What follows belongs to an exercise in optimizing a design on an open flow for small area and few clock cycles per item; a production flow would make more cautious choices.
RTL that was checked went through simulation tests only; none was proved equivalent to the original.
Power is estimated from default activity; no workload was simulated.

==> xenon <==
Design hsv_adjust_pipe, start of the top module:
module hsv_adjust_pipe #(
  parameter int          HW      = 25,
  parameter int          SW      = 18,
  parameter int          FRAC    = 16,
  parameter int unsigned HUE_MAX = 360 << FRAC
) (
  input  logic                 CLK,
  input  logic                 RST_N,
  input  logic                 IN_VALID,
  output logic                 IN_READY,
  input  logic                 IN_SOF,
  input  logic [HW-1:0]        H,
  input  logic [SW-1:0]        S,
  input  logic [SW-1:0]        V,
  input  logic                 CNTL_WR,
  input  logic signed [HW:0]   CNTL_HUE,
  input  logic signed [SW-1:0] CNTL_SAT,
  input  logic signed [SW-1:0] CNTL_VAL,
  input  logic                 CNTL_BYP,
  output logic                 OUT_VALID,
  input  logic                 OUT_READY,
  output logic                 OUT_SOF,
  output logic [HW-1:0]        HO,
  output logic [SW-1:0]        SO,
  output logic [SW-1:0]        VO
);
==> flow/config.mk <==
export PLATFORM = sky130hd
export DESIGN_NAME = hsv_adjust_pipe
export DESIGN_NICKNAME = hsv_adjust_pipe
export VERILOG_FILES = /design/flow/design.v
export SDC_FILE = /design/flow/constraint.sdc
export NUM_CORES = 4
export LEC_CHECK = 0
export CAP_MARGIN = 20
export CORE_MARGIN = 2
export CORE_UTILIZATION = 45
export SLEW_MARGIN = 20
export SYNTH_HIERARCHICAL = 1
export SYNTH_MINIMUM_KEEP_SIZE = 0
==> flow/constraint.sdc <==
create_clock -name core_clock -period 10.0 [get_ports {CLK}]
set_input_delay 2.0000 -clock core_clock [delete_from_list [all_inputs] [get_ports {CLK}]]
set_output_delay 2.0000 -clock core_clock [all_outputs]
set_load 0.01 [all_outputs]
standard.sh (not shown) runs the stock make flow with config.mk's settings and CLKGATE_MAP_FILE= SYNTH_SCRIPT=/design/flow/synth_recipe.tcl, a recipe that flattens the netlist after the stock synthesis.
==> flow/flow/run.sh <==
#!/bin/bash
# Standard ORFS layout, with the port buffers made from the smallest buffer
# (every input and output port still gets its own buffer).
set -o pipefail
export BUFFER_PORTS_ARGS="-buffer_cell sky130_fd_sc_hd__buf_1"
bash standard.sh synth > synth.log 2>&1 || exit 1
bash standard.sh finish > layout.log 2>&1 || exit 1
==> onyx (differences from xenon) <==
--- a/flow/design.v
+++ b/flow/design.v
@@ -30,13 +30,13 @@
   typedef struct packed {
     logic [HW-1:0] hue;
     logic [SW-1:0] sat;
     logic [SW-1:0] val;
     logic          byp;
   } cntl_t;
-  logic  accept, take, pend_flag, zero, byp;
+  logic  accept, take, pend_flag;
   logic  [HW:0] hue_norm;
   cntl_t wr_set, pend, pend_nx, act;
   assign IN_READY = ~OUT_VALID | OUT_READY;
   assign accept   = IN_VALID & IN_READY;
   assign take     = accept & IN_SOF & (pend_flag | CNTL_WR);
   always_comb begin
@@ -49,12 +49,13 @@
   end
   always_ff @(posedge CLK)
     pend <= pend_nx;
   always_ff @(posedge CLK)
     if (take)
       act <= pend_nx;
+  logic zero, byp;
   always_ff @(posedge CLK or negedge RST_N) begin
     if (!RST_N) begin
       zero      <= 1'b1;
       byp       <= 1'b0;
       pend_flag <= 1'b0;
     end else begin
@@ -73,20 +74,16 @@
   always_ff @(posedge CLK or negedge RST_N) begin
     if (!RST_N)
       OUT_VALID <= 1'b0;
     else if (IN_READY)
       OUT_VALID <= IN_VALID;
   end
-  logic          byp_use;
-  logic [HW-1:0] h_in;
-  assign byp_use = take ? pend_nx.byp : byp;
-  assign h_in    = (!byp_use && {1'b0, H} >= HMAX) ? HLAST : H;
   always_ff @(posedge CLK) begin
     if (IN_READY) begin
       b_sof <= IN_SOF;
-      b_h   <= h_in;
+      b_h   <= H;
       b_s   <= S;
       b_v   <= V;
     end
   end
   hsv_adjust_gain u_sg (.x(b_s), .g(act.sat), .z(zero), .byp(byp), .y(SO));
   hsv_adjust_gain u_vg (.x(b_v), .g(act.val), .z(zero), .byp(byp), .y(VO));
@@ -119,18 +116,18 @@
   logic hs11;
   logic hc12;
   logic hs13;
   logic hc14;
   logic hs15;
   logic hc16;
-  logic hs17;
-  logic hc18;
-  logic hs19;
-  logic hc20;
-  logic hs21;
-  logic hc22;
+  logic hp17;
+  logic hg18;
+  logic hp19;
+  logic hg20;
+  logic hp21;
+  logic hg22;
   logic hp23;
   logic hg24;
   logic hp25;
   logic hg26;
   logic hp27;
   logic hg28;
@@ -167,70 +164,101 @@
   logic hg59;
   logic hp60;
   logic hg61;
   logic hp62;
   logic hg63;
   logic hp64;
-  logic hs65;
-  logic hs66;
-  logic hs67;
-  logic hs68;
-  logic hs69;
-  logic hs70;
-  logic hs71;
-  logic hs72;
-  assign clamp = 1'b0;
+  logic hg65;
+  logic hp66;
+  logic hg67;
+  logic hp68;
+  logic hg69;
+  logic hp70;
+  logic hg71;
+  logic hp72;
+  logic hg73;
+  logic hp74;
+  logic hg75;
+  logic hp76;
+  logic hg77;
+  logic hp78;
+  logic hs79;
+  logic hs80;
+  logic hs81;
+  logic hs82;
+  logic hs83;
+  logic hs84;
+  logic hs85;
+  logic hs86;
+  logic hs87;
+  logic hs88;
+  logic hs89;
+  assign clamp = ~byp & (h[24:19] >= 6'd45);
   assign hc = h[18:0] | {19{clamp}};
   assign hc_hi = clamp ? 6'd44 : h[24:19];
   hsv_adjust_ha u_hs1 (.a(hc[0]), .b(off[0]), .s(hs1), .c(hc2));
   hsv_adjust_fa u_hs3 (.a(hc[1]), .b(off[1]), .c(hc2), .s(hs3), .co(hc4));
   hsv_adjust_fa u_hs5 (.a(hc[2]), .b(off[2]), .c(hc4), .s(hs5), .co(hc6));
   hsv_adjust_fa u_hs7 (.a(hc[3]), .b(off[3]), .c(hc6), .s(hs7), .co(hc8));
   hsv_adjust_fa u_hs9 (.a(hc[4]), .b(off[4]), .c(hc8), .s(hs9), .co(hc10));
   hsv_adjust_fa u_hs11 (.a(hc[5]), .b(off[5]), .c(hc10), .s(hs11), .co(hc12));
   hsv_adjust_fa u_hs13 (.a(hc[6]), .b(off[6]), .c(hc12), .s(hs13), .co(hc14));
   hsv_adjust_fa u_hs15 (.a(hc[7]), .b(off[7]), .c(hc14), .s(hs15), .co(hc16));
-  hsv_adjust_fa u_hs17 (.a(hc[8]), .b(off[8]), .c(hc16), .s(hs17), .co(hc18));
-  hsv_adjust_fa u_hs19 (.a(hc[9]), .b(off[9]), .c(hc18), .s(hs19), .co(hc20));
-  hsv_adjust_fa u_hs21 (.a(hc[10]), .b(off[10]), .c(hc20), .s(hs21), .co(hc22));
+  hsv_adjust_ha u_hp17 (.a(hc[8]), .b(off[8]), .s(hp17), .c(hg18));
+  hsv_adjust_ha u_hp19 (.a(hc[9]), .b(off[9]), .s(hp19), .c(hg20));
+  hsv_adjust_ha u_hp21 (.a(hc[10]), .b(off[10]), .s(hp21), .c(hg22));
   hsv_adjust_ha u_hp23 (.a(hc[11]), .b(off[11]), .s(hp23), .c(hg24));
   hsv_adjust_ha u_hp25 (.a(hc[12]), .b(off[12]), .s(hp25), .c(hg26));
   hsv_adjust_ha u_hp27 (.a(hc[13]), .b(off[13]), .s(hp27), .c(hg28));
   hsv_adjust_ha u_hp29 (.a(hc[14]), .b(off[14]), .s(hp29), .c(hg30));
   hsv_adjust_ha u_hp31 (.a(hc[15]), .b(off[15]), .s(hp31), .c(hg32));
   hsv_adjust_ha u_hp33 (.a(hc[16]), .b(off[16]), .s(hp33), .c(hg34));
   hsv_adjust_ha u_hp35 (.a(hc[17]), .b(off[17]), .s(hp35), .c(hg36));
   hsv_adjust_ha u_hp37 (.a(hc[18]), .b(off[18]), .s(hp37), .c(hg38));
-  assign hg39 = hg24 | (hp23 & hc22);
-  assign hg41 = hg28 | (hp27 & hg26);
-  assign hp42 = hp27 & hp25;
-  assign hg43 = hg32 | (hp31 & hg30);
-  assign hp44 = hp31 & hp29;
-  assign hg45 = hg36 | (hp35 & hg34);
-  assign hp46 = hp35 & hp33;
-  assign hg47 = hg26 | (hp25 & hg39);
-  assign hg49 = hg41 | (hp42 & hg39);
-  assign hg51 = hg34 | (hp33 & hg43);
-  assign hp52 = hp33 & hp44;
-  assign hg53 = hg45 | (hp46 & hg43);
-  assign hp54 = hp46 & hp44;
-  assign hg55 = hg30 | (hp29 & hg49);
-  assign hg57 = hg43 | (hp44 & hg49);
-  assign hg59 = hg51 | (hp52 & hg49);
-  assign hg61 = hg53 | (hp54 & hg49);
-  assign hg63 = hg38 | (hp37 & hg61);
-  assign hs65 = hp23 ^ hc22;
-  assign hs66 = hp25 ^ hg39;
-  assign hs67 = hp27 ^ hg47;
-  assign hs68 = hp29 ^ hg49;
-  assign hs69 = hp31 ^ hg55;
-  assign hs70 = hp33 ^ hg57;
-  assign hs71 = hp35 ^ hg59;
-  assign hs72 = hp37 ^ hg61;
-  assign c19 = hg63;
-  assign y[18:0] = {hs72, hs71, hs70, hs69, hs68, hs67, hs66, hs65, hs21, hs19, hs17, hs15, hs13, hs11, hs9, hs7, hs5, hs3, hs1};
+  assign hg39 = hg18 | (hp17 & hc16);
+  assign hg41 = hg22 | (hp21 & hg20);
+  assign hp42 = hp21 & hp19;
+  assign hg43 = hg26 | (hp25 & hg24);
+  assign hp44 = hp25 & hp23;
+  assign hg45 = hg30 | (hp29 & hg28);
+  assign hp46 = hp29 & hp27;
+  assign hg47 = hg34 | (hp33 & hg32);
+  assign hp48 = hp33 & hp31;
+  assign hg49 = hg38 | (hp37 & hg36);
+  assign hp50 = hp37 & hp35;
+  assign hg51 = hg20 | (hp19 & hg39);
+  assign hg53 = hg41 | (hp42 & hg39);
+  assign hg55 = hg28 | (hp27 & hg43);
+  assign hp56 = hp27 & hp44;
+  assign hg57 = hg45 | (hp46 & hg43);
+  assign hp58 = hp46 & hp44;
+  assign hg59 = hg36 | (hp35 & hg47);
+  assign hp60 = hp35 & hp48;
+  assign hg61 = hg49 | (hp50 & hg47);
+  assign hp62 = hp50 & hp48;
+  assign hg63 = hg24 | (hp23 & hg53);
+  assign hg65 = hg43 | (hp44 & hg53);
+  assign hg67 = hg55 | (hp56 & hg53);
+  assign hg69 = hg57 | (hp58 & hg53);
+  assign hg71 = hg32 | (hp31 & hg69);
+  assign hg73 = hg47 | (hp48 & hg69);
+  assign hg75 = hg59 | (hp60 & hg69);
+  assign hg77 = hg61 | (hp62 & hg69);
+  assign hs79 = hp17 ^ hc16;
+  assign hs80 = hp19 ^ hg39;
+  assign hs81 = hp21 ^ hg51;
+  assign hs82 = hp23 ^ hg53;
+  assign hs83 = hp25 ^ hg63;
+  assign hs84 = hp27 ^ hg65;
+  assign hs85 = hp29 ^ hg67;
+  assign hs86 = hp31 ^ hg69;
+  assign hs87 = hp33 ^ hg71;
+  assign hs88 = hp35 ^ hg73;
+  assign hs89 = hp37 ^ hg75;
+  assign c19 = hg77;
+  assign y[18:0] = {hs89, hs88, hs87, hs86, hs85, hs84, hs83, hs82, hs81, hs80, hs79, hs15, hs13, hs11, hs9, hs7, hs5, hs3, hs1};
   assign t0 = {1'b0, hc_hi} + {1'b0, off[24:19]} + {6'd0, c19};
   assign r0 = (~byp & (t0 >= 7'd45)) ? 6'(t0 - 7'd45) : t0[5:0];
   assign t1 = '0;
   assign r1 = '0;
   assign y[24:19] = r0;
 endmodule
==> violet (differences from xenon) <==
--- a/flow/design.v
+++ b/flow/design.v
@@ -47,14 +47,14 @@
                CNTL_VAL & {SW{~CNTL_BYP}}, CNTL_BYP};
     pend_nx = CNTL_WR ? wr_set : pend;
   end
   always_ff @(posedge CLK)
     pend <= pend_nx;
   always_ff @(posedge CLK)
-    if (take)
-      act <= pend_nx;
+    if (take || zero)
+      act <= take ? pend_nx : '0;
   always_ff @(posedge CLK or negedge RST_N) begin
     if (!RST_N) begin
       zero      <= 1'b1;
       byp       <= 1'b0;
       pend_flag <= 1'b0;
     end else begin
@@ -85,16 +85,16 @@
       b_sof <= IN_SOF;
       b_h   <= h_in;
       b_s   <= S;
       b_v   <= V;
     end
   end
-  hsv_adjust_gain u_sg (.x(b_s), .g(act.sat), .z(zero), .byp(byp), .y(SO));
-  hsv_adjust_gain u_vg (.x(b_v), .g(act.val), .z(zero), .byp(byp), .y(VO));
+  hsv_adjust_gain u_sg (.x(b_s), .g(act.sat), .byp(byp), .y(SO));
+  hsv_adjust_gain u_vg (.x(b_v), .g(act.val), .byp(byp), .y(VO));
   logic [HW-1:0] off;
-  assign off     = act.hue & {HW{~zero}};
+  assign off     = act.hue;
   assign OUT_SOF = b_sof;
   hsv_adjust_hue u_hue (.h(b_h), .off(off), .byp(byp), .y(HO));
 endmodule
 module hsv_adjust_hue (
   input  logic [24:0] h,
   input  logic [24:0] off,
@@ -125,14 +125,14 @@
   logic hs17;
   logic hc18;
   logic hs19;
   logic hc20;
   logic hs21;
   logic hc22;
-  logic hp23;
-  logic hg24;
+  logic hs23;
+  logic hc24;
   logic hp25;
   logic hg26;
   logic hp27;
   logic hg28;
   logic hp29;
   logic hg30;
@@ -165,22 +165,19 @@
   logic hg57;
   logic hp58;
   logic hg59;
   logic hp60;
   logic hg61;
   logic hp62;
-  logic hg63;
-  logic hp64;
+  logic hs63;
+  logic hs64;
   logic hs65;
   logic hs66;
   logic hs67;
   logic hs68;
   logic hs69;
-  logic hs70;
-  logic hs71;
-  logic hs72;
   assign clamp = 1'b0;
   assign hc = h[18:0] | {19{clamp}};
   assign hc_hi = clamp ? 6'd44 : h[24:19];
   hsv_adjust_ha u_hs1 (.a(hc[0]), .b(off[0]), .s(hs1), .c(hc2));
   hsv_adjust_fa u_hs3 (.a(hc[1]), .b(off[1]), .c(hc2), .s(hs3), .co(hc4));
   hsv_adjust_fa u_hs5 (.a(hc[2]), .b(off[2]), .c(hc4), .s(hs5), .co(hc6));
@@ -189,58 +186,55 @@
   hsv_adjust_fa u_hs11 (.a(hc[5]), .b(off[5]), .c(hc10), .s(hs11), .co(hc12));
   hsv_adjust_fa u_hs13 (.a(hc[6]), .b(off[6]), .c(hc12), .s(hs13), .co(hc14));
   hsv_adjust_fa u_hs15 (.a(hc[7]), .b(off[7]), .c(hc14), .s(hs15), .co(hc16));
   hsv_adjust_fa u_hs17 (.a(hc[8]), .b(off[8]), .c(hc16), .s(hs17), .co(hc18));
   hsv_adjust_fa u_hs19 (.a(hc[9]), .b(off[9]), .c(hc18), .s(hs19), .co(hc20));
   hsv_adjust_fa u_hs21 (.a(hc[10]), .b(off[10]), .c(hc20), .s(hs21), .co(hc22));
-  hsv_adjust_ha u_hp23 (.a(hc[11]), .b(off[11]), .s(hp23), .c(hg24));
+  hsv_adjust_fa u_hs23 (.a(hc[11]), .b(off[11]), .c(hc22), .s(hs23), .co(hc24));
   hsv_adjust_ha u_hp25 (.a(hc[12]), .b(off[12]), .s(hp25), .c(hg26));
   hsv_adjust_ha u_hp27 (.a(hc[13]), .b(off[13]), .s(hp27), .c(hg28));
   hsv_adjust_ha u_hp29 (.a(hc[14]), .b(off[14]), .s(hp29), .c(hg30));
   hsv_adjust_ha u_hp31 (.a(hc[15]), .b(off[15]), .s(hp31), .c(hg32));
   hsv_adjust_ha u_hp33 (.a(hc[16]), .b(off[16]), .s(hp33), .c(hg34));
   hsv_adjust_ha u_hp35 (.a(hc[17]), .b(off[17]), .s(hp35), .c(hg36));
   hsv_adjust_ha u_hp37 (.a(hc[18]), .b(off[18]), .s(hp37), .c(hg38));
-  assign hg39 = hg24 | (hp23 & hc22);
-  assign hg41 = hg28 | (hp27 & hg26);
-  assign hp42 = hp27 & hp25;
-  assign hg43 = hg32 | (hp31 & hg30);
-  assign hp44 = hp31 & hp29;
-  assign hg45 = hg36 | (hp35 & hg34);
-  assign hp46 = hp35 & hp33;
-  assign hg47 = hg26 | (hp25 & hg39);
+  assign hg39 = hg26 | (hp25 & hc24);
+  assign hg41 = hg30 | (hp29 & hg28);
+  assign hp42 = hp29 & hp27;
+  assign hg43 = hg34 | (hp33 & hg32);
+  assign hp44 = hp33 & hp31;
+  assign hg45 = hg38 | (hp37 & hg36);
+  assign hp46 = hp37 & hp35;
+  assign hg47 = hg28 | (hp27 & hg39);
   assign hg49 = hg41 | (hp42 & hg39);
-  assign hg51 = hg34 | (hp33 & hg43);
-  assign hp52 = hp33 & hp44;
+  assign hg51 = hg36 | (hp35 & hg43);
+  assign hp52 = hp35 & hp44;
   assign hg53 = hg45 | (hp46 & hg43);
   assign hp54 = hp46 & hp44;
-  assign hg55 = hg30 | (hp29 & hg49);
+  assign hg55 = hg32 | (hp31 & hg49);
   assign hg57 = hg43 | (hp44 & hg49);
   assign hg59 = hg51 | (hp52 & hg49);
   assign hg61 = hg53 | (hp54 & hg49);
-  assign hg63 = hg38 | (hp37 & hg61);
-  assign hs65 = hp23 ^ hc22;
-  assign hs66 = hp25 ^ hg39;
-  assign hs67 = hp27 ^ hg47;
-  assign hs68 = hp29 ^ hg49;
-  assign hs69 = hp31 ^ hg55;
-  assign hs70 = hp33 ^ hg57;
-  assign hs71 = hp35 ^ hg59;
-  assign hs72 = hp37 ^ hg61;
-  assign c19 = hg63;
-  assign y[18:0] = {hs72, hs71, hs70, hs69, hs68, hs67, hs66, hs65, hs21, hs19, hs17, hs15, hs13, hs11, hs9, hs7, hs5, hs3, hs1};
+  assign hs63 = hp25 ^ hc24;
+  assign hs64 = hp27 ^ hg39;
+  assign hs65 = hp29 ^ hg47;
+  assign hs66 = hp31 ^ hg49;
+  assign hs67 = hp33 ^ hg55;
+  assign hs68 = hp35 ^ hg57;
+  assign hs69 = hp37 ^ hg59;
+  assign c19 = hg61;
+  assign y[18:0] = {hs69, hs68, hs67, hs66, hs65, hs64, hs63, hs23, hs21, hs19, hs17, hs15, hs13, hs11, hs9, hs7, hs5, hs3, hs1};
   assign t0 = {1'b0, hc_hi} + {1'b0, off[24:19]} + {6'd0, c19};
   assign r0 = (~byp & (t0 >= 7'd45)) ? 6'(t0 - 7'd45) : t0[5:0];
   assign t1 = '0;
   assign r1 = '0;
   assign y[24:19] = r0;
 endmodule
 module hsv_adjust_gain (
   input  logic [17:0] x,
   input  logic [17:0] g,
-  input  logic        z,      
   input  logic        byp,    
   output logic [17:0] y
 );
   logic [15:0] ge;
   logic m16, m17, neg, ovf, kill;
   logic [15:0] sn;
@@ -1097,16 +1091,16 @@
   logic sum851;
   logic sum852;
   logic sum853;
   logic sum854;
   logic sum855;
   logic sum856;
-  assign ge  = g[15:0] & {16{~z}};
-  assign m16 = (g[17:16] == 2'b00) | z;
-  assign m17 = (g[17:16] == 2'b01) & ~z;
-  assign neg = (g[17:16] == 2'b10) & ~z;
+  assign ge  = g[15:0];
+  assign m16 = g[17:16] == 2'b00;
+  assign m17 = g[17:16] == 2'b01;
+  assign neg = g[17:16] == 2'b10;
   assign pp1 = ~((x[0] & ge[0]));
   assign pp2 = ~((x[0] & ge[1]));
   assign pp3 = ~((x[1] & ge[0]));
   assign pp4 = ~((x[0] & ge[2]));
   assign pp5 = ~((x[1] & ge[1]));
   assign pp6 = ~((x[2] & ge[0]));
==> run summary <==
violet completed, yet does not pass: setup timing. onyx completed with no timing, DRC or antenna violations. xenon completed and failed the layout checks on setup timing. In sequential cell count, xenon and violet do not differ. Between violet and onyx, the lower utilization is in violet (gap 0.39 points). Sequential share of layout area, lowest first: xenon, violet, onyx. Synthesized area: violet > xenon > onyx. In xenon the clock-buffer cell count is lower than in violet, by 1. Wire length: onyx > xenon > violet. The highest die area belongs to violet, the lowest to onyx. The lowest combinational power belongs to violet, the highest to xenon. The highest design area belongs to xenon, the lowest to onyx.
==> figures <==
Largest net degree at the start of global routing: xenon 65; violet 63; onyx 66
Non-clock buffer contribution to total cell area: xenon 6.62%; violet 5.35%; onyx 5.46%
Proportion of synthesized chip area in sequential cells: xenon 23.5%; violet 23.3%; onyx 23.5%
Number of setup buffers added after CTS: xenon 28; violet 2; onyx 0
Largest fanout of any net on the critical path: xenon 3; violet 3; onyx 5
Logic power comb: xenon 6120 uW; violet 3620 uW; onyx 5940 uW
Drt first pass iters: xenon 8; violet 5; onyx 8
Power Density: xenon 327 nW/um2; violet 224 nW/um2; onyx 326 nW/um2
Detailed-placement wirelength estimate: xenon 43.5 mm; violet 43.1 mm; onyx 44.1 mm
Actual transition at the worst max-transition pin: xenon 0.970 ns; violet 0.974 ns; onyx 1.03 ns
Post-layout net count: xenon 2733; violet 2762; onyx 2709
Global Route met1 Usage: xenon 33.5%; violet 32.8%; onyx 32.7%
Part of the total power dissipated in combinational logic: xenon 78.4%; violet 68.4%; onyx 77.9%
Routed length on met2: xenon 28.9 mm; violet 28.1 mm; onyx 29.0 mm
Outcome: xenon finished with violations; violet finished with violations; onyx no timing/DRC/antenna violations
Layout check failures: xenon setup timing; violet setup timing; onyx -
Total Power Consumption: xenon 7810 uW; violet 5300 uW; onyx 7630 uW
Clk cell area share: xenon 2.60%; violet 2.53%; onyx 2.64%
Worst path bufs/invs: xenon 28; violet 2; onyx 1
# resized after CTS: xenon 41; violet 25; onyx 7
FP Rows: xenon 79; violet 80; onyx 79
Testbench counts of onyx, summed over its fixed seeds: cycles 16,008, items 16,000.
Only the layout flow was run in xenon and violet; the RTL was not checked for function there.

static timing again, ports no longer ideal:
The flow's constraints put no driver on any port. The routed layouts listed below were extracted and timed again, unchanged, in two steps. Step 1 assumes that a clkbuf_16 drives the clock port and a buf_2 every other input. Step 2, shift: input delay + t, output delay - t, t = (earliest + latest rising clock arrival at the registers) / 2. This alone moves slack from input paths to output paths. Three values: ideal ports, drivers, drivers and shift; two values: the first two.
run	t, ns	setup WS [ns]	clock arrival spread, ns	worst data-port slew with drivers (ns)	pins driven straight from the clock port
xenon	0.520	-0.432 / -0.488 / 0.032	0.033 / 0.032	0.13	1
onyx	0.540	0.258 / 0.204 / 0.744	0.025 / 0.025	0.10	1
violet	0.518	-0.021 / -0.073 / 0.445	0.027 / 0.027	0.09	1
